What follows belongs to an exercise in optimizing a design on an open flow for small area, a short achievable clock period and few clock cycles per item; a production flow would make more cautious choices.
Where RTL was checked, it was by simulation tests only, not by an equivalence proof against the original.
For run 2, only the layout was checked, not whether the RTL still works.

File: flow/design.v
`default_nettype none
package skf_pkg;
    localparam int SAMPLE_W = 16;
    localparam int EST_W    = 16;
    localparam int GAIN_W   = 31;
    localparam int CFG_IDX_W = 1;
    localparam int CFG_DAT_W = 32;
    localparam logic [CFG_IDX_W-1:0] REG_MEAS_NOISE = 1'd0;
    localparam logic [CFG_IDX_W-1:0] REG_PROC_NOISE = 1'd1;
    localparam logic [31:0] MEAS_NOISE_RST = 32'd214748365;
    localparam logic [31:0] PROC_NOISE_RST = 32'd536871;
    localparam logic [31:0] COV_RST        = 32'd1073741824;
    localparam logic [3:0] DIV_LAST = 4'd14;
endpackage
`default_nettype wire
`default_nettype none
import skf_pkg::*;
module scalar_kalman_filter
(
    input  wire                       i_clk,
    input  wire                       i_rst_n,
    input  wire                       i_cfg_valid,
    output logic                      o_cfg_ready,
    input  wire       [CFG_IDX_W-1:0] i_cfg_index,
    input  wire       [CFG_DAT_W-1:0] i_cfg_data,
    input  wire                       i_in_valid,
    output logic                      o_in_ready,
    input  wire signed [SAMPLE_W-1:0] i_in_sample,
    output logic                      o_out_valid,
    input  wire                       i_out_ready,
    output logic signed [EST_W-1:0]   o_out_estimate,
    output logic       [GAIN_W-1:0]   o_out_gain
);
    logic        r_idle;      
    logic        r_fin;       
    logic        r_fix;       
    logic        r_div;       
    logic        r_first;     
    logic        r_second;    
    logic        r_last;      
    logic [3:0]  r_cnt;
    logic        r_k30;       
    logic        r_in_ready;
    logic        r_out_valid;
    logic [31:0] r_meas_noise;
    logic [31:0] r_proc_noise;
    logic [31:0] r_pp;        
    logic [32:0] r_den;       
    logic [32:0] r_rem;       
    logic [1:0]  r_d;         
    logic [30:0] r_q;         
    logic [61:0] r_u;         
    logic [61:0] r_x;         
    logic [32:0] r_diff;      
    logic signed [EST_W-1:0] r_est;
    logic accept;
    logic start;
    logic stall;
    assign accept = i_in_valid && r_in_ready;
    assign start  = accept;
    assign stall  = r_second && r_out_valid;
    assign o_in_ready     = r_in_ready;
    assign o_cfg_ready    = 1'b1;
    assign o_out_valid    = r_out_valid;
    assign o_out_estimate = r_est;
    assign o_out_gain     = r_q;
    logic [31:0] p_cur;
    logic [31:0] x_cur;
    assign p_cur = r_u[61:30];
    assign x_cur = r_x[61:30];
    logic [32:0] pred_sum;
    logic [31:0] pp;
    logic        pp_sat;
    assign pred_sum = {1'b0, p_cur} + {1'b0, r_proc_noise};
    assign pp_sat   = pred_sum[32];
    assign pp       = pp_sat ? 32'hFFFF_FFFF : pred_sum[31:0];
    logic [31:0] den_a;
    logic [31:0] den_b;
    logic [32:0] den_s;
    logic [32:0] den_c;
    logic [32:0] den_sum;
    logic        r_zero;
    logic        pq_zero;
    logic        k30;
    assign den_a   = p_cur | {32{r_fix}};
    assign den_b   = r_proc_noise & {32{!r_fix}};
    assign den_s   = {1'b0, den_a ^ den_b ^ r_meas_noise};
    assign den_c   = {(den_a & den_b) | (den_a & r_meas_noise) | (den_b & r_meas_noise), 1'b0};
    assign den_sum = den_s + den_c;
    assign r_zero  = (r_meas_noise == 32'd0);
    assign pq_zero = (p_cur == 32'd0) && (r_proc_noise == 32'd0);
    assign k30     = r_zero && !pq_zero;
    logic [35:0] rem4;
    logic [35:0] den1;
    logic [35:0] t1;
    logic [35:0] s1;
    logic [35:0] s3_a;
    logic [35:0] s3_s;
    logic [35:0] s3_c;
    logic [35:0] s3;
    logic        k1;
    logic        ok1;
    logic        ok3;
    logic [1:0]  digit;
    logic [32:0] rem_next;
    assign rem4 = {1'b0, r_rem, 2'b00};
    assign den1 = {3'b000, r_den};
    assign t1   = {2'b00, r_rem, 1'b0} - den1;
    assign s1   = rem4 - den1;
    assign s3_a = {1'b0, r_rem, 2'b10};
    assign s3_s = s3_a ^ ~{den1[34:0], 1'b0} ^ ~den1;
    assign s3_c = {(s3_a[34:0] & ~{den1[33:0], 1'b0}) | (s3_a[34:0] & ~den1[34:0])
                   | (~{den1[33:0], 1'b0} & ~den1[34:0]), 1'b0};
    assign s3   = s3_s + s3_c;
    assign k1   = !t1[35];
    assign ok1  = !s1[35];
    assign ok3  = !s3[35];
    assign digit = {k1, k1 ? ok3 : ok1};
    always_comb begin
        unique case (digit)
            2'd3:    rem_next = s3[32:0];
            2'd2:    rem_next = {t1[31:0], 1'b0};
            2'd1:    rem_next = s1[32:0];
            default: rem_next = rem4[32:0];
        endcase
    end
    logic        rnd;
    logic [61:0] u_a;
    logic [61:0] u_b;
    logic [61:0] u_m;
    logic [61:0] u_s;
    logic [61:0] u_c;
    logic [61:0] u_next;
    logic [61:0] x_a;
    logic [61:0] x_b;
    logic [61:0] x_m;
    logic [61:0] x_s;
    logic [61:0] x_c;
    logic [61:0] x_next;
    logic [61:0] pp_w;
    logic [61:0] diff_w;
    assign rnd    = r_second;
    assign pp_w   = {30'd0, r_pp};
    assign diff_w = {{29{r_diff[32]}}, r_diff};
    assign u_a    = {r_u[59:0], rnd, 1'b1};
    assign u_b    = ~(r_d[1] ? {pp_w[60:0], 1'b0} : 62'd0);
    assign u_m    = ~(r_d[0] ? pp_w : 62'd0);
    assign u_s    = u_a ^ u_b ^ u_m;
    assign u_c    = {(u_a[60:0] & u_b[60:0]) | (u_a[60:0] & u_m[60:0]) | (u_b[60:0] & u_m[60:0]), 1'b1};
    assign u_next = u_s + u_c;
    assign x_a    = {r_x[59:0], rnd, 1'b0};
    assign x_b    = r_d[1] ? {diff_w[60:0], 1'b0} : 62'd0;
    assign x_m    = r_d[0] ? diff_w : 62'd0;
    assign x_s    = x_a ^ x_b ^ x_m;
    assign x_c    = {(x_a[60:0] & x_b[60:0]) | (x_a[60:0] & x_m[60:0]) | (x_b[60:0] & x_m[60:0]), 1'b0};
    assign x_next = x_s + x_c;
    logic [31:0] x_new;
    logic [15:0] est_new;
    assign x_new   = r_x[61:30];
    assign est_new = (x_new[31:16] == 16'h7FFF) ? 16'h7FFF : x_new[31:16] + {15'd0, x_new[15]};
    logic step;
    logic acc;
    assign step = r_div && !stall;
    assign acc  = (step && !r_first) || r_last;
    always_ff @(posedge i_clk) begin
        if (!i_rst_n) begin
            r_idle       <= 1'b1;
            r_fin        <= 1'b0;
            r_fix        <= 1'b0;
            r_div        <= 1'b0;
            r_first      <= 1'b0;
            r_second     <= 1'b0;
            r_last       <= 1'b0;
            r_in_ready   <= 1'b1;
            r_out_valid  <= 1'b0;
            r_meas_noise <= MEAS_NOISE_RST;
            r_proc_noise <= PROC_NOISE_RST;
        end else begin
            if (i_cfg_valid) begin
                if (i_cfg_index == REG_MEAS_NOISE) begin
                    r_meas_noise <= i_cfg_data;
                end else begin
                    r_proc_noise <= i_cfg_data;
                end
            end
            r_in_ready <= ((r_idle || r_fin) && !start) || r_last;
            if (r_fin) begin
                r_out_valid <= 1'b1;
            end else if (i_out_ready) begin
                r_out_valid <= 1'b0;
            end
            r_idle   <= (r_idle || r_fin) && !start;
            r_fix    <= start && pp_sat;
            r_first  <= (start && !pp_sat) || r_fix;
            r_second <= (step && r_first) || stall;
            r_last   <= step && (r_cnt == 4'd0);
            r_fin    <= r_last;
            if ((start && !pp_sat) || r_fix) begin
                r_div <= 1'b1;
            end else if (step && (r_cnt == 4'd0)) begin
                r_div <= 1'b0;
            end
        end
    end
    always_ff @(posedge i_clk) begin
        if (!i_rst_n) begin
            r_u[61:30] <= COV_RST;
            r_x[61:30] <= 32'd0;
        end else if (start) begin
            r_u[61:30] <= {30'd0, k30 ? 2'b00 : pp[31:30]};
            r_x[61:30] <= k30 ? {{30{i_in_sample[15]}}, i_in_sample[15:14]}
                              : {{30{x_cur[31]}}, x_cur[31:30]};
        end else if (acc) begin
            r_u[61:30] <= u_next[61:30];
            r_x[61:30] <= x_next[61:30];
        end
    end
    always_ff @(posedge i_clk) begin
        if (r_fin) begin
            r_est <= est_new;
        end
        if (start || r_fix) begin
            r_den <= {den_sum[32:1], den_sum[0] | (r_zero && pq_zero && !r_fix)};
            r_cnt <= DIV_LAST;
        end
        if (start) begin
            r_pp   <= pp;
            r_k30  <= k30;
            r_rem  <= k30 ? 33'd0 : {1'b0, pp};
            r_u[29:0] <= k30 ? 30'd0 : pp[29:0];
            r_x[29:0] <= k30 ? {i_in_sample[13:0], 16'h0000} : x_cur[29:0];
            r_diff    <= {i_in_sample[15], i_in_sample, 16'h0000};
        end
        if (step) begin
            r_cnt <= r_cnt - 4'd1;
            r_rem <= rem_next;
            r_d   <= digit;
            if (r_first) begin
                r_diff <= r_diff - r_x[32:0];
            end
        end
        if (acc) begin
            r_u[29:0] <= u_next[29:0];
            r_x[29:0] <= x_next[29:0];
            r_q <= {r_last ? r_k30 : r_q[28], r_q[27:0], r_d};
        end
    end
endmodule
`default_nettype wire
File: flow/flow/run.sh
#!/bin/bash
# Standard layout (the standard.sh, unchanged synthesis), with timing repair aiming for
# 7.5 ns of setup slack at the design's clock period. The clock and constraints are unchanged.
set -euo pipefail
bash standard.sh SETUP_SLACK_MARGIN=7.5 finish > standard.log 2>&1
File: flow/standard.sh
#!/bin/bash
# synth_recipe.tcl (not shown) runs the flow's synth.tcl, then flattens the netlist and writes it again
# the make line also repeats each setting of config.mk as NAME=value (left out here)
make -C /OpenROAD-flow-scripts/flow DESIGN_CONFIG=/design/flow/config.mk WORK_HOME=/design/flow/orfs CLKGATE_MAP_FILE= SYNTH_SCRIPT=/design/flow/synth_recipe.tcl "${@:-finish}"
File: flow/config.mk
export PLATFORM = sky130hd
export DESIGN_NAME = scalar_kalman_filter
export DESIGN_NICKNAME = scalar_kalman_filter
export VERILOG_FILES = /design/flow/design.v
export SDC_FILE = /design/flow/constraint.sdc
export NUM_CORES = 4
export LEC_CHECK = 0
export CAP_MARGIN = 20
export CORE_MARGIN = 2
export CORE_UTILIZATION = 40
export SLEW_MARGIN = 20
File: flow/constraint.sdc
create_clock -name core_clock -period 12.0 [get_ports {i_clk}]
set_input_delay 2.4000 -clock core_clock [delete_from_list [all_inputs] [get_ports {i_clk}]]
set_output_delay 2.4000 -clock core_clock [all_outputs]
set_load 0.01 [all_outputs]
==> results of run 1 <==
cells in the mapped netlist (9+ instances only):
| library cell | count |
|---|---|
| a211o_1 | 10 |
| a211oi_1 | 51 |
| a21boi_0 | 49 |
| a21o_1 | 164 |
| a21oi_1 | 331 |
| a22o_1 | 10 |
| a22oi_1 | 10 |
| a31oi_1 | 57 |
| a41oi_1 | 11 |
| and2_1 | 95 |
| and3_1 | 38 |
| and4_1 | 9 |
| buf_2 | 25 |
| clkbuf_1 | 143 |
| dfxtp_1 | 170 |
| edfxtp_1 | 212 |
| fa_1 | 160 |
| ha_1 | 291 |
| inv_1 | 288 |
| mux2i_1 | 27 |
| nand2_1 | 468 |
| nand2b_1 | 76 |
| nand3_1 | 105 |
| nand4_1 | 42 |
| nor2_1 | 273 |
| nor2b_1 | 36 |
| nor3_1 | 48 |
| nor4_1 | 29 |
| o211ai_1 | 51 |
| o21a_1 | 41 |
| o21ai_0 | 247 |
| o21ai_1 | 12 |
| o21bai_1 | 31 |
| o22ai_1 | 29 |
| o31ai_1 | 25 |
| or2_2 | 11 |
| or3_1 | 27 |
| xnor2_1 | 141 |
| xor2_1 | 123 |
worst max-delay path, stage by stage (launching register included):
cell,delay (ps)
edfxtp_1,560
fa_1,490
nand2b_1,190
a21oi_1,210
o21ai_1,170
o21ai_1,270
a31oi_1,310
o31a_1,410
o21a_1,210
buf_4,220
nand2_1,590
a211oi_1,130
a221o_1,300
registers in the layout (all words and copies together), names as in the netlist, 2 cells and up:
name and cells:
r_cnt 4, r_d 2, r_q 31, r_rem 33, r_u 62, r_den 33, r_proc_noise 32, r_est 16
r_pp 32, r_meas_noise 32, r_diff 33, r_x 62
metrics by stage:
stage,hold slack [ps],utilization [%]
after global routing,458,44.9
final,445,44.9
after floorplan,441,-
after global placement,428,42.5
after CTS,450,44.5
after detailed placement,438,42.5
routing by layer:
layer / GRT usage, % / vias to the layer above
li1: - / 14900
met1: 36.0 / 14900
met2: 33.9 / 1008
met3: 3.16 / 157
met4: 6.99 / 4
met5: 0 / -
layout make-up:
type                            instances  area [um^2]  share of cell area (%)
Clock buffer                           64         1350                    3.40
Clock inverter                         26          320                   0.809
Inverter                              291         1100                    2.77
Multi-Input combinational cell       3295        24100                    60.9
Sequential cell                       382         9770                    24.7
Tap cell                             1165         1460                    3.68
Timing Repair Buffer                  149         1500                    3.78
cells by family after synthesis:
kind of cell               count (synthesis)  share of synthesized area, %
muxes                                     36                          1.08
other                                      1                        0.0106
buffers and inverters                    471                          5.13
and+or+nand+nor                         1290                          17.3
DFF                                      382                          27.6
AOI/OAI and AO/OA                       1253                          23.1
xor gates and xnor gates                 264                          6.52
adders and majority gates                451                          19.3
final timing paths:
| kind | startpoint | endpoint | slack (ps) | cells past startpoint |
|---|---|---|---|---|
| setup reg to reg | r_den[0]$_DFFE_PP_ | r_rem[2]$_DFFE_PP_ | 7600 | 12 |
| hold / removal | r_q[19]$_DFFE_PN_ | r_q[21]$_DFFE_PN_ | 440 | 0 |
| hold reg to reg | r_q[19]$_DFFE_PN_ | r_q[21]$_DFFE_PN_ | 440 | 0 |
| setup / recovery | r_den[0]$_DFFE_PP_ | r_rem[2]$_DFFE_PP_ | 7600 | 12 |
repair_timing:
action / CTS / global route
gates resized for setup: 20 / 50
pin swaps: 3 / 6
setup endpoints to repair: 68 / 62
setup buffers: 1 / 18
gates cloned: 0 / 2
==> metrics.md, run 1 <==
| Metric | Value |
|---|---|
| Outcome | complete, no violations |
| Largest cells by area after synthesis | edfxtp_1 (18%), ha_1 (10%), dfxtp_1 (9.6%) |
| Site Rows | about 110 |
| Post-synth EDFFs | 212 |
| Placed instance count | 5260 |
| Synth top area share | about 18% |
| Max-slew violations | 0 |
| CTS Buffer Depth | 3 |
| Maxcap violations | 0 |
| Iter 0 DRT Violations | 2492 |
| Placed Area | 37400 um^2 |
| CTS tree | built |
| Synthesized area per cell | 8.54 um^2 |
| Vias per std cell | between 5 and 6 |
| Inserted Diodes | 0 |
| Synth async-reset ratio | 0% |
| Average wire per standard cell | between 20 and 25 um |
| Worst endpoint required time | 12330 ps |
| FF+latch count, synth | 382 |
| FMAX | ~230 MHz |
| # nets final | 4672 |
| Grt ovf | 0 |
| Hpwl dp | 82400 um |
| Count of cell types in the netlist | 99 |
| Unrepaired setup endpoints after global routing | yes |
| Starting density of the core | 40.2% |
| Pre-antenna DRT Iters | 7 |
| Tmin final | 4400 ps |
| Gr usage total | 23.5% |
| Area grow syn2layout | 11.7% |
| Design area | 39600 um^2 |
| Commonest non-fill, non-tap cell in the layout | nand2_1 |
| Via count | between 30000 and 40000 |
| Dpl ws | 6880 ps |
| Cells after Synth | 4148 |
| Seq/Total Area, Yosys | 27.6% |
| Post-Route M1 WL | 53300 um |
| Top sig layer | met5 |
| Hold Path Class | reg -> reg |
| Critical path arrival | about 4700 ps |
| Global-route wire length before repair | 169000 um |
| Non-Filler Instances | 5372 |
| Hold buffer count at CTS | 0 |
| Slew margin rel. | 23.9% |
| Largest net degree at the start of global routing | 91 |
| Core Box Area | 88100 um^2 |
| Initial antenna violation count | 3 |
| DIE WIDTH | between 300 and 400 um |
| Port buffer count | about 100 |
| Worst-skew pair later-pin latency | 650 ps |
| Final Setup Violations | 0 |
| Worst Tran Pin Value | between 1000 and 1500 ps |
| Clock root buffer | clkbuf_16 |
| Reg clk slew, reported paths | 60 ps |
| CTS buffer count | between 40 and 50 |
| Routed WL | 110000 um |
| Post-route clock skew | roughly 77 ps |
| Cell Area, Synth | 35400 um^2 |
| Routability Congestion | 0.925 |
| Sum of negative setup slack | 0 ps |
| Synth area leader | edfxtp_1 |
| CP endpoint kind | register |
| Share of the clock period used by the worst path after layout | roughly 37% |
| Startpoint Class | register |
| H-tree levels | 2 |
| WS Path Type | reg -> reg |
| Fillers | 8826 |
| Die Area | 91000 um^2 |
| Top FF cell, synth | edfxtp_1 |
| Final worst setup slack | 7600 ps |
| Vias in the first global route | roughly 30000 |
| Met2 Wirelength | 45300 um |
| Remaining antenna violation count | 0 |
| Drc violations | 0 |
| Fin. Hold Viols | 0 |
| # IOs | roughly 100 |
| Die span in y | 302 um |
| Met3 wire length | 7820 um |
| Commonest non-fill, non-tap cells in the layout | nand2_1 (464), a21oi_1 (324), ha_1 (289) |
| Syn nets | approximately 4700 |
| Worst-path fanout max | 18 |
| Yosys Warn Count | 1 |
| Fraction of layout cells with a size suffix above 1 | 5.78% |
| Num Clock Sinks | 382 |
Testbench counts, summed over its fixed seeds: cycles 34,880, items 2,048.
==> run 2: changes to the inputs <==
--- a/flow/design.v
+++ b/flow/design.v
@@ -126,2 +126,29 @@
     end
+    function automatic logic [61:0] add62(input logic [61:0] a, input logic [61:0] b);
+        logic [61:0] g;
+        logic [61:0] p;
+        logic [61:0] gg;
+        logic [61:0] pp;
+        g  = a & b;
+        p  = a ^ b;
+        gg = g;
+        pp = p;
+        for (int l = 0; l < 6; l++) begin
+            for (int i = 0; i < 62; i++) begin
+                if ((i % (2 << l)) == (2 << l) - 1) begin
+                    gg[i] = gg[i] | (pp[i] & gg[i - (1 << l)]);
+                    pp[i] = pp[i] & pp[i - (1 << l)];
+                end
+            end
+        end
+        for (int l = 4; l >= 0; l--) begin
+            for (int i = 0; i < 62; i++) begin
+                if (i >= (3 << l) - 1 && ((i - ((3 << l) - 1)) % (2 << l)) == 0) begin
+                    gg[i] = gg[i] | (pp[i] & gg[i - (1 << l)]);
+                    pp[i] = pp[i] & pp[i - (1 << l)];
+                end
+            end
+        end
+        add62 = p ^ {gg[60:0], 1'b0};
+    endfunction
     logic        rnd;
@@ -149,3 +176,3 @@
     assign u_c    = {(u_a[60:0] & u_b[60:0]) | (u_a[60:0] & u_m[60:0]) | (u_b[60:0] & u_m[60:0]), 1'b1};
-    assign u_next = u_s + u_c;
+    assign u_next = add62(u_s, u_c);
     assign x_a    = {r_x[59:0], rnd, 1'b0};
@@ -155,3 +182,3 @@
     assign x_c    = {(x_a[60:0] & x_b[60:0]) | (x_a[60:0] & x_m[60:0]) | (x_b[60:0] & x_m[60:0]), 1'b0};
-    assign x_next = x_s + x_c;
+    assign x_next = add62(x_s, x_c);
     logic [31:0] x_new;
==> flow/flow/run.sh (replaced) <==
#!/bin/bash
# Standard layout (the standard.sh, unchanged synthesis), with timing repair aiming for
# 7.5 ns of setup slack at the design's clock period, and plain buffers on the ports.
# The clock and constraints are unchanged.
set -euo pipefail
bash standard.sh SETUP_SLACK_MARGIN=7.5 'BUFFER_PORTS_ARGS=-buffer_cell sky130_fd_sc_hd__buf_2' finish > standard.log 2>&1
==> run 2 against run 1 <==
Core utilization up 1.1 points. Synthesized cell count down 3.9%. Highest routed layer unchanged. Global-route usage shrank 0.27 points. Critical path type unchanged. Worst hold slack better by 1.5 ps. Count of clock-buffer cells in the layout up 13. Clock skew down 11 ps. Final cell count shrank 1.7%.
==> metrics.md, run 2 <==
| Metric | Value |
|---|---|
| Flop2flop setup slack | 7400 ps (-200 ps) |
| # IOs | 104 (unchanged) |
| Slew margin rel. | 29.5% (+5.6 points) |
| Seq. cell area | 9770 um^2 (about the same) |
| Synthesized area per cell | 8.64 um^2 (+1.1%) |
| Hold buffer count at CTS | 0 (unchanged) |
| Synth top area share | 18.5% (+0.52 points) |
| Top flop regs | r_u (62), r_x (62) |
| Multi-input logic area | 23300 um^2 (-3.3%) |
| R2r startpoint | r_d[1]$_DFFE_PP_ |
| Synth async-reset ratio | 0% (unchanged) |
| Post-synth EDFFs | 212 (unchanged) |
| Seq/Total Area, Yosys | 28.4% (+0.80 points) |
| Top cells by count, synth | nand2_1 (509), inv_1 (408), ha_1 (303) |
| Fraction of layout cells with a size suffix above 1 | 11.3% (+5.5 points) |
| Vias in the first global route | 28500 (-2.2%) |
| Top FF cell, synth | edfxtp_1 |
| Worst endpoint required time | 12310 ps (-20 ps) |
| Grt ovf | 0 (unchanged) |
| Routability Congestion | 0.906 (-2.1%) |
| Fin. Hold Viols | 0 (unchanged) |
| Unrepaired setup endpoints after global routing | yes |
| Critical path arrival | 4910 ps (+190 ps) |
| H-tree levels | 2 (unchanged) |
| CP endpoint kind | register |
| Max-slew violations | 0 (unchanged) |
| Core Box Area | 85300 um^2 (-3.2%) |
| Initial antenna violation count | 3 (unchanged) |
| Num Clock Sinks | 382 (unchanged) |
| Cells after Synth | 3986 (-3.9%) |
| FF+latch count, synth | 382 (unchanged) |
| Reg2Reg Depth | 26 (+14) |
| Largest cells by area after synthesis | edfxtp_1 (18%), fa_1 (12%), ha_1 (11%) |
| Fillers | 8282 (-6.2%) |
| Hold Path Class | reg -> reg |
| Commonest non-fill, non-tap cell in the layout | nand2_1 |
| Port buffer count | 102 (unchanged) |
| Gr usage total | 23.2% (-0.27 points) |
| Average wire per standard cell | 20.2 um (-0.81%) |
| Yosys Warn Count | 1 (unchanged) |
| Inserted Diodes | 0 (unchanged) |
| Iter 0 DRT Violations | 2263 (-9.2%) |
| Via count | 29600 (-4.1%) |
| Reg clk slew, reported paths | 60 ps (about the same) |
| FMAX | 218 MHz (-4.3%) |
| Hold Crit Depth | 0 (unchanged) |
| WS Path Type | reg -> reg |
| Remaining antenna violation count | 0 (unchanged) |
| Final worst setup slack | 7400 ps (-199 ps) |
| Synth area leader | edfxtp_1 |
| Routed WL | 107000 um (-2.5%) |
| Die span in y | 297 um (-1.4%) |
| Largest net degree at the start of global routing | 106 (+16%) |
| Post-route clock skew | 65.8 ps (-11.3 ps) |
| CTS Buffer Depth | 3 (unchanged) |
| WHS Endpoint | r_q[19]$_DFFE_PN_ |
| Area grow syn2layout | 14.0% |
| Tmin final | 4600 ps (+199 ps) |
| Syn nets | 4548 (-2.3%) |
| Starting density of the core | 40.4% (+0.16 points) |
| CTS tree | built |
| Pre-antenna DRT Iters | 5 (-2) |
| Outcome | complete, no violations |
| Dpl ws | 6550 ps (-323 ps) |
| Clock root buffer | clkbuf_16 |
| Worst Tran Pin Value | 1060 ps (-85.8 ps) |
| DIE WIDTH | 297 um (-1.4%) |
| Maxcap violations | 0 (unchanged) |
| Startpoint Class | register |
| Sum of negative setup slack | 0 ps (unchanged) |
| Final Setup Violations | 0 (unchanged) |
| Site Rows | 107 (-1.8%) |
| Top-count cell post-synth | nand2_1 |
| Share of the clock period used by the worst path after layout | 38.3% (+1.7 points) |
| Global-route wire length before repair | 164000 um (-3.0%) |
| Drc violations | 0 (unchanged) |
| # nets final | 4656 (-0.34%) |
| Min-delay src | r_q[17]$_DFFE_PN_ |
| Commonest non-fill, non-tap cells in the layout | nand2_1 (498), inv_1 (402), ha_1 (293) |
| Worst reg2reg path endpoint | r_u[11]$_DFFE_PP_ |
| Die Area | 88500 um^2 (-2.8%) |
| CTS buffer count | 49 (+2.1%) |
| Count of cell types in the netlist | 84 (-15%) |
| Cell Area, Synth | 34400 um^2 (-2.8%) |
| Hpwl dp | 76400 um (-7.3%) |
| Vias per std cell | 5.61 (-2.4%) |
| Worst-skew pair later-pin latency | 640 ps (about the same) |
| Worst-path fanout max | 7 (-11) |
## run 2: critical path, stage by stage, from the launching register on
cell	delay, ps
edfxtp_1	420
buf_6	160
buf_12	140
and2_4	140
fa_1	530
inv_1	50
ha_1	270
nor2b_4	120
o21a_1	200
o21a_1	210
o21ai_2	180
a21boi_2	90
o41ai_2	230
buf_4	220
buf_6	110
buf_6	90
buf_6	90
buf_6	80
buf_6	80
buf_6	80
buf_6	80
buf_6	80
inv_2	30
a21oi_2	140
fa_2	210
xor2_1	190
o21ai_1	90
## run 2: repair_timing
action | 4_1_cts | 5_1_grt
endpoints found under the setup margin | 138 | 109
setup buffers | 43 | 22
gates cloned | 7 | 5
pin swaps | 36 | 66
gates resized for setup | 74 | 106
## run 2: worst max-delay path by stage
stage,cells after the start,to,slack (ps),startpoint
after floorplan,21,r_x[55]$_SDFFE_PN0P_,7450,r_d[1]$_DFFE_PP_
after detailed placement,19,r_x[55]$_SDFFE_PN0P_,6550,r_d[0]$_DFFE_PP_
after global routing,22,r_x[61]$_SDFFE_PN0P_,7180,r_d[0]$_DFFE_PP_
final,26,r_u[11]$_DFFE_PP_,7400,r_d[1]$_DFFE_PP_
after CTS,22,r_x[61]$_SDFFE_PN0P_,7380,r_d[1]$_DFFE_PP_
after global placement,19,r_x[55]$_SDFFE_PN0P_,6660,r_d[0]$_DFFE_PP_
## run 2: cell type report
cell class              instances  share of cell area [%]
clock buffers                  77                    3.67
clock inverters                14                   0.414
inverters                     413                    3.98
multi-input cells            3046                    59.3
flip-flops and latches        382                    24.9
well taps                    1144                    3.64
repair buffers                201                    4.08
repair inverters                1                  0.0191
## run 2: logic make-up after synthesis
kind of cell	Yosys count	share of synthesized area, %
buffers and inverters	562	6.27
AOI/OAI and AO/OA	1054	19.7
muxes	15	0.465
xor gates and xnor gates	219	5.57
and+or+nand+nor	1245	16.7
DFF	382	28.4
adders and majority gates	508	22.9
other	1	0.0109
## run 2: metal layers
metal	track usage [%]	routed length (um)
met1	34.3	50100
met4	5.54	2440
met2	35.8	47100
met3	3.11	7020
met5	0	23
## run 2: stage by stage
stage               cells  utilization [%]  hold slack (ps)  cell area, um^2
floorplan            3986                -              449            34500
global placement     5110             42.3              423            36100
detailed placement   5110             42.3              429            36100
CTS                  5251             45.2              452            38500
global route         5278             46.1              458            39300
finish               5278             46.1              446            39300
==> run 3: changes to the inputs <==
--- a/flow/design.v
+++ b/flow/design.v
@@ -176,3 +176,3 @@
     assign u_c    = {(u_a[60:0] & u_b[60:0]) | (u_a[60:0] & u_m[60:0]) | (u_b[60:0] & u_m[60:0]), 1'b1};
-    assign u_next = add62(u_s, u_c);
+    assign u_next = u_s + u_c;
     assign x_a    = {r_x[59:0], rnd, 1'b0};
@@ -182,3 +182,7 @@
     assign x_c    = {(x_a[60:0] & x_b[60:0]) | (x_a[60:0] & x_m[60:0]) | (x_b[60:0] & x_m[60:0]), 1'b0};
-    assign x_next = add62(x_s, x_c);
+    assign x_next = x_s + x_c;
+    logic [61:0] diff_sum;
+    logic [32:0] diff_next;
+    assign diff_sum  = add62({29'd0, r_diff[32:1], 1'b1}, {29'd0, ~r_x[32:0]});
+    assign diff_next = diff_sum[32:0];
     logic [31:0] x_new;
@@ -265,3 +269,3 @@
             if (r_first) begin
-                r_diff <= r_diff - r_x[32:0];
+                r_diff <= diff_next;
             end
--- a/flow/config.mk
+++ b/flow/config.mk
@@ -7,5 +7,5 @@
 export LEC_CHECK = 0
-export CAP_MARGIN = 20
+export CAP_MARGIN = 0
 export CORE_MARGIN = 2
 export CORE_UTILIZATION = 40
-export SLEW_MARGIN = 20
+export SLEW_MARGIN = 0
==> run 3 against run 2 <==
Critical path type unchanged. Still clean. Clock skew decreased by 9.9 ps. Critical path depth decreased by 8. Global-route usage decreased by 0.14 points. Worst hold slack got worse by 7.1 ps. Non-clock buffer count decreased by 27. Synthesized cell count increased by 0.98%. Area after synthesis increased by 0.25%. Flip-flop and latch count unchanged.
==> metrics.md, run 3 <==
| Metric | Value |
|---|---|
| Fillers | 8435 (+1.8%) |
| Syn nets | 4543 (-0.11%) |
| Die span in y | 298 um (+0.12%) |
| # nets final | 4600 (-1.2%) |
| Largest net degree at the start of global routing | 76 (-28%) |
| Sum of negative setup slack | 0 ps (unchanged) |
| Vias in the first global route | 28300 (-0.58%) |
| Slew margin rel. | 23.9% (-5.6 points) |
| Seq. cell area | 9770 um^2 (about the same) |
| Initial antenna violation count | 2 (-1) |
| Fin. Hold Viols | 0 (unchanged) |
| WHS | 439 ps (-7.13 ps) |
| Post-synthesis mux area share | 0.533% (+0.068 points) |
| Max-slew violations | 0 (unchanged) |
| Startpoint Class | register |
| Share of the clock period used by the worst path after layout | 36.8% (-1.5 points) |
| Worst-path fanout max | 14 (+7) |
| Top cells by count, synth | nand2_1 (464), a21oi_1 (370), inv_1 (302) |
| Commonest non-fill, non-tap cells in the layout | nand2_1 (457), a21oi_1 (360), inv_1 (296) |
| CTS Buffer Depth | 3 (unchanged) |
| Tmin final | 4420 ps (-182 ps) |
| Seq/Total Area, Yosys | 28.3% (-0.071 points) |
| H-tree levels | 2 (unchanged) |
| Multi-input logic area | 23700 um^2 (+1.5%) |
| Synth area leader | edfxtp_1 |
| Inserted Diodes | 0 (unchanged) |
| Pre-antenna DRT Iters | 8 (+3) |
| Area share of fa/ha/maj cells after synthesis | 20.6% (-2.3 points) |
| Cell Area, Synth | 34500 um^2 (+0.25%) |
| Outcome | complete, no violations |
| Post-route clock skew | 55.8 ps (-9.94 ps) |
| Worst Tran Pin Value | 1140 ps (+83.3 ps) |
| Site Rows | 107 (unchanged) |
| FF+latch count, synth | 382 (unchanged) |
| Hpwl dp | 78100 um (+2.2%) |
| Critical path arrival | 4910 ps (about the same) |
| Global-route wire length before repair | 163000 um (-0.74%) |
| Num Clock Sinks | 382 (unchanged) |
| Post-synth EDFFs | 212 (unchanged) |
| FMAX | 226 MHz (+4.1%) |
| Drc violations | 0 (unchanged) |
| CP endpoint kind | register |
| Fraction of layout cells with a size suffix above 1 | 9.44% (-1.9 points) |
| Placed Area | 36100 um^2 (about the same) |
| Grt ovf | 0 (unchanged) |
| Design area | 38900 um^2 (-0.99%) |
| Synth Area in Compound Gates | 22.1% (+2.4 points) |
| Post-Synth XOR/XNOR Area | 6.60% (+1.0 points) |
| # IOs | 104 (unchanged) |
| Final Setup Violations | 0 (unchanged) |
| Largest family of logic cells by synthesized area | compound AO/OA/AOI/OAI gates |
| Maxcap violations | 0 (unchanged) |
| WS Path Type | reg -> reg |
| Cells after Synth | 4025 (+0.98%) |
| Commonest non-fill, non-tap cell in the layout | nand2_1 |
| Post-Synth Simple-Gate Area | 16.7% (about the same) |
| Starting density of the core | 40.4% (about the same) |
| Core Box Area | 85400 um^2 (+0.16%) |
| Top-count cell post-synth | nand2_1 |
| Port buffer count | 102 (unchanged) |
| Routed WL | 107000 um (-0.17%) |
| Die Area | 88700 um^2 (+0.25%) |
| Routability Congestion | 0.908 (+0.18%) |
| DIE WIDTH | 298 um (+0.12%) |
| Yosys Warn Count | 1 (unchanged) |
| Synth top area share | 18.4% (-0.046 points) |
| Iter 0 DRT Violations | 2506 (+11%) |
| Worst-skew pair later-pin latency | 650 ps (about the same) |
| Clock root buffer | clkbuf_16 |
| Largest cells by area after synthesis | edfxtp_1 (18%), ha_1 (10%), fa_1 (10%) |
| Top FF cell, synth | edfxtp_1 |
| Average wire per standard cell | 20.2 um (about the same) |
| CTS tree | built |
| Hold Path Class | reg -> reg |
| Area grow syn2layout | 12.6% |
| Via count | 30000 (+1.2%) |
| Unrepaired setup endpoints after global routing | yes |
| Count of cell types in the netlist | 88 (+4.8%) |
| Synthesized area per cell | 8.58 um^2 (-0.72%) |
| CTS buffer count | 47 (-4.1%) |
| Worst endpoint required time | 12500 ps (+190 ps) |
| Vias per std cell | 5.69 (+1.5%) |
| Synth async-reset ratio | 0% (unchanged) |
| Top flop regs | r_u (62), r_x (62) |
| Gr usage total | 23.1% (-0.14 points) |
| Remaining antenna violation count | 0 (unchanged) |
| Reg clk slew, reported paths | 60 ps (about the same) |
==> run 3: metal layers <==
layer / share of wire [%] / track usage (%)
met4: 2.6 / 5.99
met3: 7.5 / 4.44
met1: 47 / 33.9
met2: 42 / 34.6
met5: 0.017 / 0
==> run 3: final timing paths <==
path / from / depth (start not counted) / endpoint / slack, ps
min reg2reg: r_q[2]$_DFFE_PN_ / 0 / r_q[4]$_DFFE_PN_ / 440
min: r_q[2]$_DFFE_PN_ / 0 / r_q[4]$_DFFE_PN_ / 440
max: r_d[1]$_DFFE_PP_ / 18 / r_x[57]$_SDFFE_PN0P_ / 7580
max reg2reg: r_d[1]$_DFFE_PP_ / 18 / r_x[57]$_SDFFE_PN0P_ / 7580
==> run 3: through the flow <==
stage               instances  worst slack [ps]  utilization [%]
floorplan                4025              7530                -
global placement         5131              6830             42.3
detailed placement       5131              6620             42.3
CTS                      5229              7390             44.5
global route             5265              7390             45.5
finish                   5265              7580             45.5
==> run 3: cell families (layout without fill, tap and decap cells) <==
family | Yosys count | in the layout
adder cells (fa/ha/maj) | 464 | 464
buffers and inverters | 469 | 565
multiplexers | 18 | 18
AO/OA/AOI/OAI | 1203 | 1203
AND/OR/NAND/NOR | 1228 | 1228
other | 1 | 1
flip-flops | 382 | 382
XOR/XNOR | 260 | 260
==> run 3: cell type report <==
class | instances | area share (%)
repair buffers | 174 | 3.42
clock inverters | 20 | 0.515
multi-input cells | 3174 | 60.8
clock buffers | 68 | 3.47
flip-flops and latches | 382 | 25.1
inverters | 303 | 2.96
well taps | 1144 | 3.68
==> run 3: timing repair <==
item	CTS	global route
pin swaps	1	28
hold buffers	0	0
endpoints found under the setup margin	119	104
cloned	3	6
endpoints found under the hold margin	0	0
resized for setup	51	98
setup buffers	7	30
==> run 3: critical path, cell delays in order, from the launching register on <==
cell	delay, ps
edfxtp_1	410
buf_4	160
buf_12	150
nand2_4	90
clkinvlp_4	110
buf_12	170
fa_1	510
ha_1	280
a21oi_2	180
nor2b_1	80
o31a_1	250
o41ai_2	360
a21oi_1	100
or2_2	280
a31o_2	250
a221oi_4	310
o21ai_4	140
a21o_1	190
a211o_1	260
Testbench counts of run 3, summed over its fixed seeds: cycles 34,880, items 2,048.
==> run 4: changes to the inputs <==
--- a/flow/config.mk
+++ b/flow/config.mk
@@ -7,5 +7,5 @@
 export LEC_CHECK = 0
-export CAP_MARGIN = 0
+export CAP_MARGIN = 20
 export CORE_MARGIN = 2
 export CORE_UTILIZATION = 40
-export SLEW_MARGIN = 0
+export SLEW_MARGIN = 20
==> run 4 against run 3 <==
Sequential share of layout area is 0.25 points higher. Highest routed layer is now met4. Area after synthesis stayed put. Synthesized cell count stayed put. Count of clock-buffer cells in the layout is 6 lower. Setup slack better by 23 ps. Critical path type unchanged. Largest cell class unchanged. Clock skew is 41 ps higher.
==> metrics.md, run 4 <==
| Metric | Value |
|---|---|
| Outcome | complete, no violations |
| Maxcap violations | 0 (unchanged) |
| Worst-path fanout max | 33 (+19) |
| Unrepaired setup endpoints after global routing | yes |
| Port buffer count | 102 (unchanged) |
| Synthesized area per cell | 8.58 um^2 (unchanged) |
| Num Clock Sinks | 382 (unchanged) |
| Largest delay share family, worst path | compound AO/OA/AOI/OAI gates |
| Synth top area share | 18.4% (unchanged) |
| Grt ovf | 0 (unchanged) |
| Syn nets | 4543 (unchanged) |
| Die span in y | 298 um (unchanged) |
| Average wire per standard cell | 19.9 um (-1.6%) |
| Synth async-reset ratio | 0% (unchanged) |
| Hold Path Class | reg -> reg |
| Worst Tran Pin Value | 971 ps (-168 ps) |
| Yosys Warn Count | 1 (unchanged) |
| Worst reg2reg path endpoint | r_x[57]$_SDFFE_PN0P_ |
| Seq/Total Area, Yosys | 28.3% (unchanged) |
| Final Setup Violations | 0 (unchanged) |
| Core Box Area | 85400 um^2 (unchanged) |
| Drc violations | 0 (unchanged) |
| Hpwl dp | 78200 um (+0.15%) |
| Dpl ws | 6600 ps (-20.9 ps) |
| # IOs | 104 (unchanged) |
| Die Area | 88700 um^2 (unchanged) |
| Largest cells by area after synthesis | edfxtp_1 (18%), ha_1 (10%), fa_1 (10%) |
| Reg clk slew, reported paths | 60 ps (about the same) |
| R2r startpoint | r_d[1]$_DFFE_PP_ |
| DIE WIDTH | 298 um (unchanged) |
| Clock root buffer | clkbuf_16 |
| Cell Area, Synth | 34500 um^2 (unchanged) |
| Synth area leader | edfxtp_1 |
| Worst-skew pair later-pin latency | 640 ps (about the same) |
| Crit path cell chain | buf_4 > clkbuf_16 > and2_1 > fa_1 > ha_1 > a211oi_2 > o21bai_1 > o22a_2 > a31oi_4 > o21ai_2 > o41a_1 > a31o_2 > a221oi_4 > o21ai_4 > a2111oi_4 > a211o_1 |
| Largest net degree at the start of global routing | 76 (unchanged) |
| Startpoint Class | register |
| FF+latch count, synth | 382 (unchanged) |
| FMAX | 228 MHz (+0.52%) |
| CTS buffer count | 47 (unchanged) |
| # nets final | 4585 (-0.33%) |
| CP endpoint kind | register |
| Vias per std cell | 5.67 (-0.48%) |
| Via count | 29800 (-0.77%) |
| Worst endpoint required time | 12570 ps (+70 ps) |
| Commonest non-fill, non-tap cells in the layout | nand2_1 (459), a21oi_1 (362), inv_1 (295) |
| Fraction of layout cells with a size suffix above 1 | 8.69% (-0.74 points) |
| Vias in the first global route | 28200 (-0.42%) |
| Top FF cell, synth | edfxtp_1 |
| Critical path arrival | 4960 ps (+50 ps) |
| Post-route clock skew | 96.4 ps (+40.5 ps) |
| Commonest non-fill, non-tap cell in the layout | nand2_1 |
| Post-synth EDFFs | 212 (unchanged) |
| WS Path Type | reg -> reg |
| CTS Buffer Depth | 3 (unchanged) |
| Iter 0 DRT Violations | 2498 (-0.32%) |
| Remaining antenna violation count | 0 (unchanged) |
| Max-slew violations | 0 (unchanged) |
| Top flop regs | r_u (62), r_x (62) |
| Routability Congestion | 0.908 (unchanged) |
| Count of cell types in the netlist | 88 (unchanged) |
| Cells after Synth | 4025 (unchanged) |
| WHS Endpoint | r_q[4]$_DFFE_PN_ |
| Min-delay src | r_q[2]$_DFFE_PN_ |
| Placed Area | 36100 um^2 (about the same) |
| CTS tree | built |
| Initial antenna violation count | 0 (-2) |
| Hold Crit Depth | 0 (unchanged) |
| Global-route wire length before repair | 161000 um (-1.1%) |
| Design area | 38500 um^2 (-1.0%) |
| Critical path's slowest cell | o41a_1 |
| Flop2flop setup slack | 7610 ps (+20 ps) |
| Top-count cell post-synth | nand2_1 |
| Slew margin rel. | 34.6% (+11 points) |
| Hold buffer count at CTS | 0 (unchanged) |
| CP max stage delay | 480 ps (-30 ps) |
| Top cells by count, synth | nand2_1 (464), a21oi_1 (370), inv_1 (302) |
| Sum of negative setup slack | 0 ps (unchanged) |
| Final core occ | 45.1% (-0.47 points) |
| Inserted Diodes | 0 (unchanged) |
| Site Rows | 107 (unchanged) |
| Crit path buf inv count | 2 (-2) |
| Placed instance count | 5131 (unchanged) |
| Routed WL | 105000 um (-1.9%) |
| Gr usage total | 22.7% (-0.37 points) |
| Final worst setup slack | 7610 ps (+22.9 ps) |
| Fin. Hold Viols | 0 (unchanged) |
| Pre-antenna DRT Iters | 6 (-2) |
| H-tree levels | 2 (unchanged) |
| Reg2Reg Depth | 16 (-2) |
| Non-Filler Instances | 5250 (-0.28%) |
| Starting density of the core | 40.4% (unchanged) |
| WHS | 437 ps (-2.06 ps) |
| Area grow syn2layout | 11.5% |
| Tmin final | 4390 ps (-22.9 ps) |
| Share of the clock period used by the worst path after layout | 36.6% (-0.19 points) |
-- run 4: cell counts after synthesis --
Identical to the previous run, type by type.
-- run 4: how the worst max path moves through the flow --
stage,startpoint,to,cells past startpoint
floorplan,r_d[1]$_DFFE_PP_,r_x[57]$_SDFFE_PN0P_,15
global placement,r_d[1]$_DFFE_PP_,r_u[55]$_SDFFE_PP0N_,15
detailed placement,r_d[1]$_DFFE_PP_,r_u[55]$_SDFFE_PP0N_,15
CTS,r_d[1]$_DFFE_PP_,r_x[57]$_SDFFE_PN0P_,16
global route,r_d[1]$_DFFE_PP_,r_u[55]$_SDFFE_PP0N_,16
finish,r_d[1]$_DFFE_PP_,r_x[57]$_SDFFE_PN0P_,16
-- run 4: final cells by class --
type,instances,area (um^2)
clock buffer,62,1290
clock inverter,26,287
fill,8531,46900
inverter,303,1150
multi-input combinational,3174,23400
sequential,382,9770
tap,1144,1430
timing repair buffer,159,1140
-- run 4: per-layer routing --
metal / part of all wire (%) / up-vias / global-route usage, %
met4: 2.4 / 0 / 5.85
li1: - / 14400 / -
met1: 48 / 14300 / 33.4
met5: 0 / - / 0.162
met2: 42 / 911 / 34.3
met3: 6.9 / 123 / 3.90
-- run 4: worst reg2reg max path, stage by stage, from the launching register on --
cell and delay [ps]:
edfxtp_1 440, buf_4 190, clkbuf_16 220, and2_1 190, fa_1 390, ha_1 240
a211oi_2 250, o21bai_1 130, o22a_2 260, a31oi_4 260, o21ai_2 110, o41a_1 480
a31o_2 300, a221oi_4 300, o21ai_4 130, a2111oi_4 370, a211o_1 140
-- run 4: logic make-up after synthesis --
group,after synthesis,share of synthesized area (%)
DFF,382,28.3
muxes,18,0.533
xor gates and xnor gates,260,6.60
buffers and inverters,469,5.15
AOI/OAI and AO/OA,1203,22.1
other,1,0.0109
adders and majority gates,464,20.6
and+or+nand+nor,1228,16.7
-- run 4: what timing repair did --
item / CTS / global route
resized for setup: 37 / 70
setup endpoints to repair: 97 / 108
cloned: 0 / 5
setup buffers: 1 / 23
pin swaps: 0 / 12
hold endpoints to repair: 0 / 0
==> run 5: changes to the inputs <==
--- a/flow/config.mk
+++ b/flow/config.mk
@@ -10,2 +10,4 @@
 export CORE_UTILIZATION = 40
+export GPL_ROUTABILITY_DRIVEN = 0
+export PLACE_DENSITY = 0.75
 export SLEW_MARGIN = 20
==> run 5 against run 4 <==
Clock skew fell by 59 ps. Wire length fell by 2.8%. Die area did not move. Global-route usage fell by 0.77 points. Critical endpoint is now r_u[27]$_DFFE_PP_. Highest routed layer unchanged.
==> metrics.md, run 5 <==
| Metric | Value |
|---|---|
| H-tree levels | 2 (unchanged) |
| CP endpoint kind | register |
| Yosys Warn Count | 1 (unchanged) |
| Cells after Synth | 4025 (unchanged) |
| Post-synth EDFFs | 212 (unchanged) |
| CP max stage delay | 870 ps (+390 ps) |
| Placed Area | 36100 um^2 (about the same) |
| Hold Path Class | reg -> reg |
| Crit path buf inv count | 0 (-2) |
| Slew margin rel. | 28.8% (-5.8 points) |
| Final Setup Violations | 0 (unchanged) |
| Worst Tran Pin Value | 1070 ps (+97.3 ps) |
| Unrepaired setup endpoints after global routing | yes |
| Remaining antenna violation count | 0 (unchanged) |
| Tmin final | 4530 ps (+133 ps) |
| R2r startpoint | r_u[32]$_SDFFE_PP0N_ |
| Grt ovf | 0 (unchanged) |
| Critical path's slowest cell | nor2_1 |
| Commonest non-fill, non-tap cell in the layout | nand2_1 |
| Synth async-reset ratio | 0% (unchanged) |
| Pre-antenna DRT Iters | 5 (-1) |
| Synth top area share | 18.4% (unchanged) |
| DIE WIDTH | 298 um (unchanged) |
| Gr usage total | 21.9% (-0.77 points) |
| Synth area leader | edfxtp_1 |
| Top cells by count, synth | nand2_1 (464), a21oi_1 (370), inv_1 (302) |
| Seq. cell area | 9770 um^2 (about the same) |
| Min-delay src | r_q[7]$_DFFE_PN_ |
| # nets final | 4600 (+0.33%) |
| Clock root buffer | clkbuf_16 |
| Vias in the first global route | 29100 (+3.1%) |
| FF+latch count, synth | 382 (unchanged) |
| Site Rows | 107 (unchanged) |
| Multi-input logic area | 23700 um^2 (+1.1%) |
| Area grow syn2layout | 12.2% |
| Worst-path fanout max | 19 (-42%) |
| Syn nets | 4543 (unchanged) |
| Cell mode on critical path | a21oi_2 |
| Port buffer count | 102 (unchanged) |
| Fraction of layout cells with a size suffix above 1 | 9.42% (+0.73 points) |
| FMAX | 221 MHz (-2.9%) |
| WS Path Type | reg -> reg |
| CTS buffer count | 46 (-2.1%) |
| Startpoint Class | register |
| Commonest non-fill, non-tap cells in the layout | nand2_1 (457), a21oi_1 (362), inv_1 (295) |
| Largest net degree at the start of global routing | 73 (-3.9%) |
| Largest delay share family, worst path | compound AO/OA/AOI/OAI gates |
| Worst-skew pair later-pin latency | 600 ps (-40 ps) |
| Placed instance count | 5132 (+0.019%) |
| Top FF cell, synth | edfxtp_1 |
| Global-route wire length before repair | 159000 um (-1.7%) |
| Worst endpoint required time | 12290 ps (-280 ps) |
| Reg clk slew, reported paths | 60 ps (about the same) |
| Hold buffer count at CTS | 0 (unchanged) |
| Starting density of the core | 40.4% (unchanged) |
| Cell Area, Synth | 34500 um^2 (unchanged) |
| Die span in y | 298 um (unchanged) |
| Drc violations | 0 (unchanged) |
| Count of cell types in the netlist | 88 (unchanged) |
| Fin. Hold Viols | 0 (unchanged) |
| Dpl ws | 6510 ps (-83.7 ps) |
| Core Box Area | 85400 um^2 (unchanged) |
| Largest cells by area after synthesis | edfxtp_1 (18%), ha_1 (10%), fa_1 (10%) |
| CTS tree | built |
| # IOs | 104 (unchanged) |
| Seq/Total Area, Yosys | 28.3% (unchanged) |
| Top-count cell post-synth | nand2_1 |
| Post-route clock skew | 37.6 ps (-58.8 ps) |
| Fillers | 8106 (-5.0%) |
| Non-Filler Instances | 5263 (+0.25%) |
| Top flop regs | r_u (62), r_x (62) |
| Iter 0 DRT Violations | 2995 (+20%) |
| Design area | 38800 um^2 (+0.70%) |
| Average wire per standard cell | 19.3 um (-3.0%) |
| Via count | 30800 (+3.5%) |
| Final worst setup slack | 7470 ps (-133 ps) |
| CTS Buffer Depth | 3 (unchanged) |
| Crit path cell chain | ha_1 > nor2b_1 > o31a_1 > o22ai_2 > o2111ai_2 > a21oi_2 > a21oi_2 > a221o_1 > a31o_2 > nor2_1 > o22ai_1 |
| Die Area | 88700 um^2 (unchanged) |
| Hpwl dp | 73100 um (-6.5%) |
| Vias per std cell | 5.85 (+3.3%) |
| Max-slew violations | 0 (unchanged) |
| Critical path arrival | 4810 ps (-150 ps) |
| Initial antenna violation count | 1 (+1) |
| Maxcap violations | 0 (unchanged) |
| Num Clock Sinks | 382 (unchanged) |
| Routed WL | 102000 um (-2.8%) |
| Synthesized area per cell | 8.58 um^2 (unchanged) |
| Share of the clock period used by the worst path after layout | 37.7% (+1.1 points) |
| Crit path from | r_u[32]$_SDFFE_PP0N_ |
| Sum of negative setup slack | 0 ps (unchanged) |
| Outcome | complete, no violations |
## run 5: metrics by stage
step	hold WS (ps)	util [%]
finish	441	45.4
global route	455	45.4
CTS	441	44.4
detailed placement	427	42.3
global placement	423	42.3
floorplan	443	-
## run 5: repair_timing
item                                    in CTS  in global routing
endpoints found under the setup margin      93                 78
gates resized for setup                     50                 96
pin swaps                                    3                 27
setup buffers                               10                 26
gates cloned                                 4                  5
## run 5: cell families (layout without fill, tap and decap cells)
group / Yosys count / count (layout) / share of synthesized area [%]
buffers and inverters: 469 / 560 / 5.15
xor gates and xnor gates: 260 / 260 / 6.60
adders and majority gates: 464 / 464 / 20.6
muxes: 18 / 18 / 0.533
AOI/OAI and AO/OA: 1203 / 1203 / 22.1
and+or+nand+nor: 1228 / 1229 / 16.7
DFF: 382 / 382 / 28.3
other: 1 / 3 / 0.0109
## run 5: metal layers
layer	GRT usage, %	vias up	wire length [um]
met1	30.8	14700	43600
met5	0	-	0
met2	33.9	1387	44500
met4	8.85	0	4440
li1	-	14500	-
met3	3.19	243	9060
## run 5: final cells by class
type                    count  share of cell area, %
diodes                      2                 0.0129
clock buffers              65                   3.36
clock inverters            18                  0.358
inverters                 303                   3.00
multi-input cells        3175                   61.1
flip-flops and latches    382                   25.2
well taps                1144                   3.69
repair buffers            173                   3.25
repair inverters            1                 0.0194
## run 5: final timing paths
kind                                           to  slack [ps]  depth (start not counted)
worst max-delay path            r_u[27]$_DFFE_PP_        7470                         11
worst min-delay path             r_q[9]$_DFFE_PN_         440                          0
worst min register to register   r_q[9]$_DFFE_PN_         440                          0
worst max register to register  r_u[27]$_DFFE_PP_        7470                         11
## run 5: worst register-to-register path, delay by kind of cell, from the launching register on
| family | cells | cell delay, ps |
|---|---|---|
| adders and majority gates | 1 | 350 |
| DFF | 1 | 540 |
| and+or+nand+nor | 2 | 1040 |
| AOI/OAI and AO/OA | 8 | 2300 |
==> run 6: changes to the inputs <==
--- a/flow/config.mk
+++ b/flow/config.mk
@@ -10,4 +10,3 @@
 export CORE_UTILIZATION = 40
-export GPL_ROUTABILITY_DRIVEN = 0
-export PLACE_DENSITY = 0.75
+export CTS_BUF_LIST = sky130_fd_sc_hd__clkbuf_4 sky130_fd_sc_hd__clkbuf_8
 export SLEW_MARGIN = 20
==> run 6 against run 5 <==
Wire length rose by 5.0%. Setup slack better by 83 ps. Count of clock-buffer cells in the layout up 48. Die area unchanged. Critical path depth grew 5. Critical endpoint is now r_x[56]$_SDFFE_PN0P_.
==> metrics.md, run 6 <==
| Metric | Value |
|---|---|
| Outcome | complete, no violations |
| Synth Area in Compound Gates | 22.1% (unchanged) |
| Area share of fa/ha/maj cells after synthesis | 20.6% (unchanged) |
| Worst-path fanout max | 16 (-3) |
| Design area | 38900 um^2 (+0.44%) |
| Fraction of layout cells with a size suffix above 1 | 10.6% (+1.2 points) |
| Grt ovf | 0 (unchanged) |
| Tmin final | 4440 ps (-83.0 ps) |
| Placed Area | 36100 um^2 (about the same) |
| Num Clock Sinks | 382 (unchanged) |
| Share of the clock period used by the worst path after layout | 37.0% (-0.69 points) |
| Pre-antenna DRT Iters | 9 (+4) |
| Largest net degree at the start of global routing | 76 (+4.1%) |
| Final core occ | 45.6% (+0.20 points) |
| Clock root buffer | clkbuf_8 |
| Synth top area share | 18.4% (unchanged) |
| Starting density of the core | 40.4% (unchanged) |
| Unrepaired setup endpoints after global routing | yes |
| Reg clk slew, reported paths | 60 ps (about the same) |
| WS Path Type | reg -> reg |
| Gr usage total | 23.4% (+1.5 points) |
| Hold buffer count at CTS | 0 (unchanged) |
| Vias in the first global route | 28700 (-1.2%) |
| Critical path arrival | 5120 ps (+310 ps) |
| Final Setup Violations | 0 (unchanged) |
| Syn nets | 4543 (unchanged) |
| Post-route clock skew | 68.0 ps (+30.4 ps) |
| Iter 0 DRT Violations | 2504 (-16%) |
| Reg2Reg Depth | 16 (+5) |
| Die span in y | 298 um (unchanged) |
| WHS Endpoint | r_q[4]$_DFFE_PN_ |
| Core Box Area | 85400 um^2 (unchanged) |
| Largest cells by area after synthesis | edfxtp_1 (18%), ha_1 (10%), fa_1 (10%) |
| Flop2flop setup slack | 7560 ps (+80 ps) |
| Commonest non-fill, non-tap cells in the layout | nand2_1 (457), a21oi_1 (360), inv_1 (297) |
| Commonest non-fill, non-tap cell in the layout | nand2_1 |
| Worst-skew pair later-pin latency | 740 ps (+140 ps) |
| H-tree levels | 3 (+1) |
| Die Area | 88700 um^2 (unchanged) |
| Top FF cell, synth | edfxtp_1 |
| Via count | 30100 (-2.3%) |
| Worst reg2reg path endpoint | r_x[56]$_SDFFE_PN0P_ |
| Largest family of logic cells by synthesized area | compound AO/OA/AOI/OAI gates |
| Top cells by count, synth | nand2_1 (464), a21oi_1 (370), inv_1 (302) |
| Max-slew violations | 0 (unchanged) |
| Initial antenna violation count | 1 (unchanged) |
| Worst endpoint required time | 12670 ps (+380 ps) |
| Min-delay src | r_q[2]$_DFFE_PN_ |
| Synthesized area per cell | 8.58 um^2 (unchanged) |
| Count of cell types in the netlist | 88 (unchanged) |
| CTS Buffer Depth | 3 (unchanged) |
| Global-route met2 utilization | 35.1% (+1.2 points) |
| Global-route wire length before repair | 165000 um (+3.9%) |
| Grt peak-use layer | met2 |
| CP endpoint kind | register |
| Site Rows | 107 (unchanged) |
| Synth area leader | edfxtp_1 |
| Vias per std cell | 5.66 (-3.3%) |
| Post-synth EDFFs | 212 (unchanged) |
| FMAX | 225 MHz (+1.9%) |
| Port buffer count | 102 (unchanged) |
| Hold Path Class | reg -> reg |
| Hpwl dp | 78200 um (+7.0%) |
| Area grow syn2layout | 12.7% |
| DIE WIDTH | 298 um (unchanged) |
| CTS tree | built |
| Startpoint Class | register |
| Met3 global-route usage | 4.85% (+1.7 points) |
| Worst Tran Pin Value | 1000 ps (-67.8 ps) |
| Maxcap violations | 0 (unchanged) |
| Drc violations | 0 (unchanged) |
| GR Layer Usage met1 | 34.1% (+3.3 points) |
| # nets final | 4623 (+0.50%) |
| Post-synthesis mux area share | 0.533% (unchanged) |
| Top-count cell post-synth | nand2_1 |
| Top flop regs | r_u (62), r_x (62) |
| Routability Congestion | 0.908 |
| Sum of negative setup slack | 0 ps (unchanged) |
| Seq/Total Area, Yosys | 28.3% (unchanged) |
| Cells after Synth | 4025 (unchanged) |
| # IOs | 104 (unchanged) |
| Routed WL | 107000 um (+5.0%) |
| Post-Synth Simple-Gate Area | 16.7% (unchanged) |
| Post-Synth XOR/XNOR Area | 6.60% (unchanged) |
| Average wire per standard cell | 20.1 um (+4.0%) |
| Synth async-reset ratio | 0% (unchanged) |
| Remaining antenna violation count | 0 (unchanged) |
| CTS buffer count | 77 (+67%) |
| Slew margin rel. | 32.6% (+3.8 points) |
| R2r startpoint | r_d[1]$_DFFE_PP_ |
| Fin. Hold Viols | 0 (unchanged) |
| FF+latch count, synth | 382 (unchanged) |
| Cell Area, Synth | 34500 um^2 (unchanged) |
| Hold Crit Depth | 0 (unchanged) |
| Yosys Warn Count | 1 (unchanged) |
run 6: how the worst max path moves through the flow:
stage / start / endpoint / slack, ps / cells after the start
CTS: r_d[0]$_DFFE_PP_ / r_u[55]$_SDFFE_PP0N_ / 7400 / 16
global route: r_d[1]$_DFFE_PP_ / r_x[56]$_SDFFE_PN0P_ / 7440 / 16
finish: r_d[1]$_DFFE_PP_ / r_x[56]$_SDFFE_PN0P_ / 7560 / 16
global placement: r_d[1]$_DFFE_PP_ / r_u[55]$_SDFFE_PP0N_ / 6830 / 15
detailed placement: r_d[1]$_DFFE_PP_ / r_u[55]$_SDFFE_PP0N_ / 6600 / 15
floorplan: r_d[1]$_DFFE_PP_ / r_x[57]$_SDFFE_PN0P_ / 7530 / 15
run 6: cell families (layout without fill, tap and decap cells):
| kind of cell | after synthesis | in the layout |
|---|---|---|
| simple gates | 1228 | 1228 |
| compound gates | 1203 | 1203 |
| buf+inv | 469 | 612 |
| fa+ha+maj | 464 | 464 |
| flops | 382 | 382 |
| xor+xnor | 260 | 260 |
| mux | 18 | 18 |
| other cells | 1 | 4 |
run 6: worst max-delay path, cell delays in order (launching register included):
cell	delay, ps
edfxtp_1	380
buf_4	190
bufbuf_16	300
and2_1	160
fa_1	450
ha_1	370
a21o_1	230
a211oi_1	320
o31a_1	190
o21ai_0	130
a211o_1	310
nand2_1	80
nand4_1	180
a31oi_2	250
o21ai_1	170
a2111oi_0	500
a211o_1	170
run 6: metrics by stage:
step	hold WS, ps	std cells	worst slack [ps]
after CTS	439	5285	7400
after global placement	425	5131	6830
after detailed placement	426	5131	6600
after global routing	457	5313	7440
after floorplan	443	4025	7530
final	439	5315	7560
run 6: routing by layer:
layer	share of wire, %	wire (um)
met5	0	0
met2	43	45400
met1	47	50400
met3	7.9	8390
met4	2.3	2500
run 6: cell type report:
| class | count | area, um^2 |
|---|---|---|
| repair buffers | 167 | 1290 |
| fillers | 8533 | 46500 |
| diodes | 3 | 7.51 |
| well taps | 1144 | 1430 |
| clock buffers | 113 | 1380 |
| clock inverters | 29 | 265 |
| inverters | 303 | 1150 |
| flip-flops and latches | 382 | 9770 |
| multi-input cells | 3174 | 23600 |
run 6: repair_timing:
action | in CTS | in global routing
endpoints found under the setup margin | 99 | 101
setup buffers | 8 | 22
pin swaps | 8 | 23
gates resized for setup | 59 | 79
cloned | 4 | 4

-- static timing again, ports no longer ideal --
In the flow no input, the clock included, has a driving cell. The finished layouts below were timed again as built, in two steps.
Step 1: set_driving_cell puts a clkbuf_16 on i_clk and a buf_2 on each other input, an assumption about the parent block.
Step 2, shift: input delay + t, output delay - t, t = (earliest + latest rising clock arrival at the registers) / 2. This alone moves slack from input paths to output paths.
Three values: ideal, step 1, step 2; two values: the first two.
run | t, ns | setup slack, ns | worst setup path at the end | slew at the worst register clock pin (ns) | worst data-port slew with drivers (ns)
run 1 | 0.673 | 7.602 / 7.602 / 7.066 | input to register | 0.07 / 0.07 | 0.08
run 2 | 0.669 | 7.403 / 7.403 / 7.403 | register to register | 0.07 / 0.07 | 0.13
run 3 | 0.687 | 7.585 / 7.585 / 6.975 | input to register | 0.07 / 0.07 | 0.07
run 4 | 0.667 | 7.608 / 7.608 / 7.022 | input to register | 0.07 / 0.07 | 0.06
run 5 | 0.641 | 7.475 / 7.475 / 7.006 | input to register | 0.07 / 0.07 | 0.06
run 6 | 0.766 | 7.558 / 7.558 / 6.934 | input to register | 0.07 / 0.07 | 0.06
After both steps every run listed still meets setup and hold. The setup slack of run 6, which loses most, moves by 0.000 ns with the drivers and by -0.624 ns with both steps.
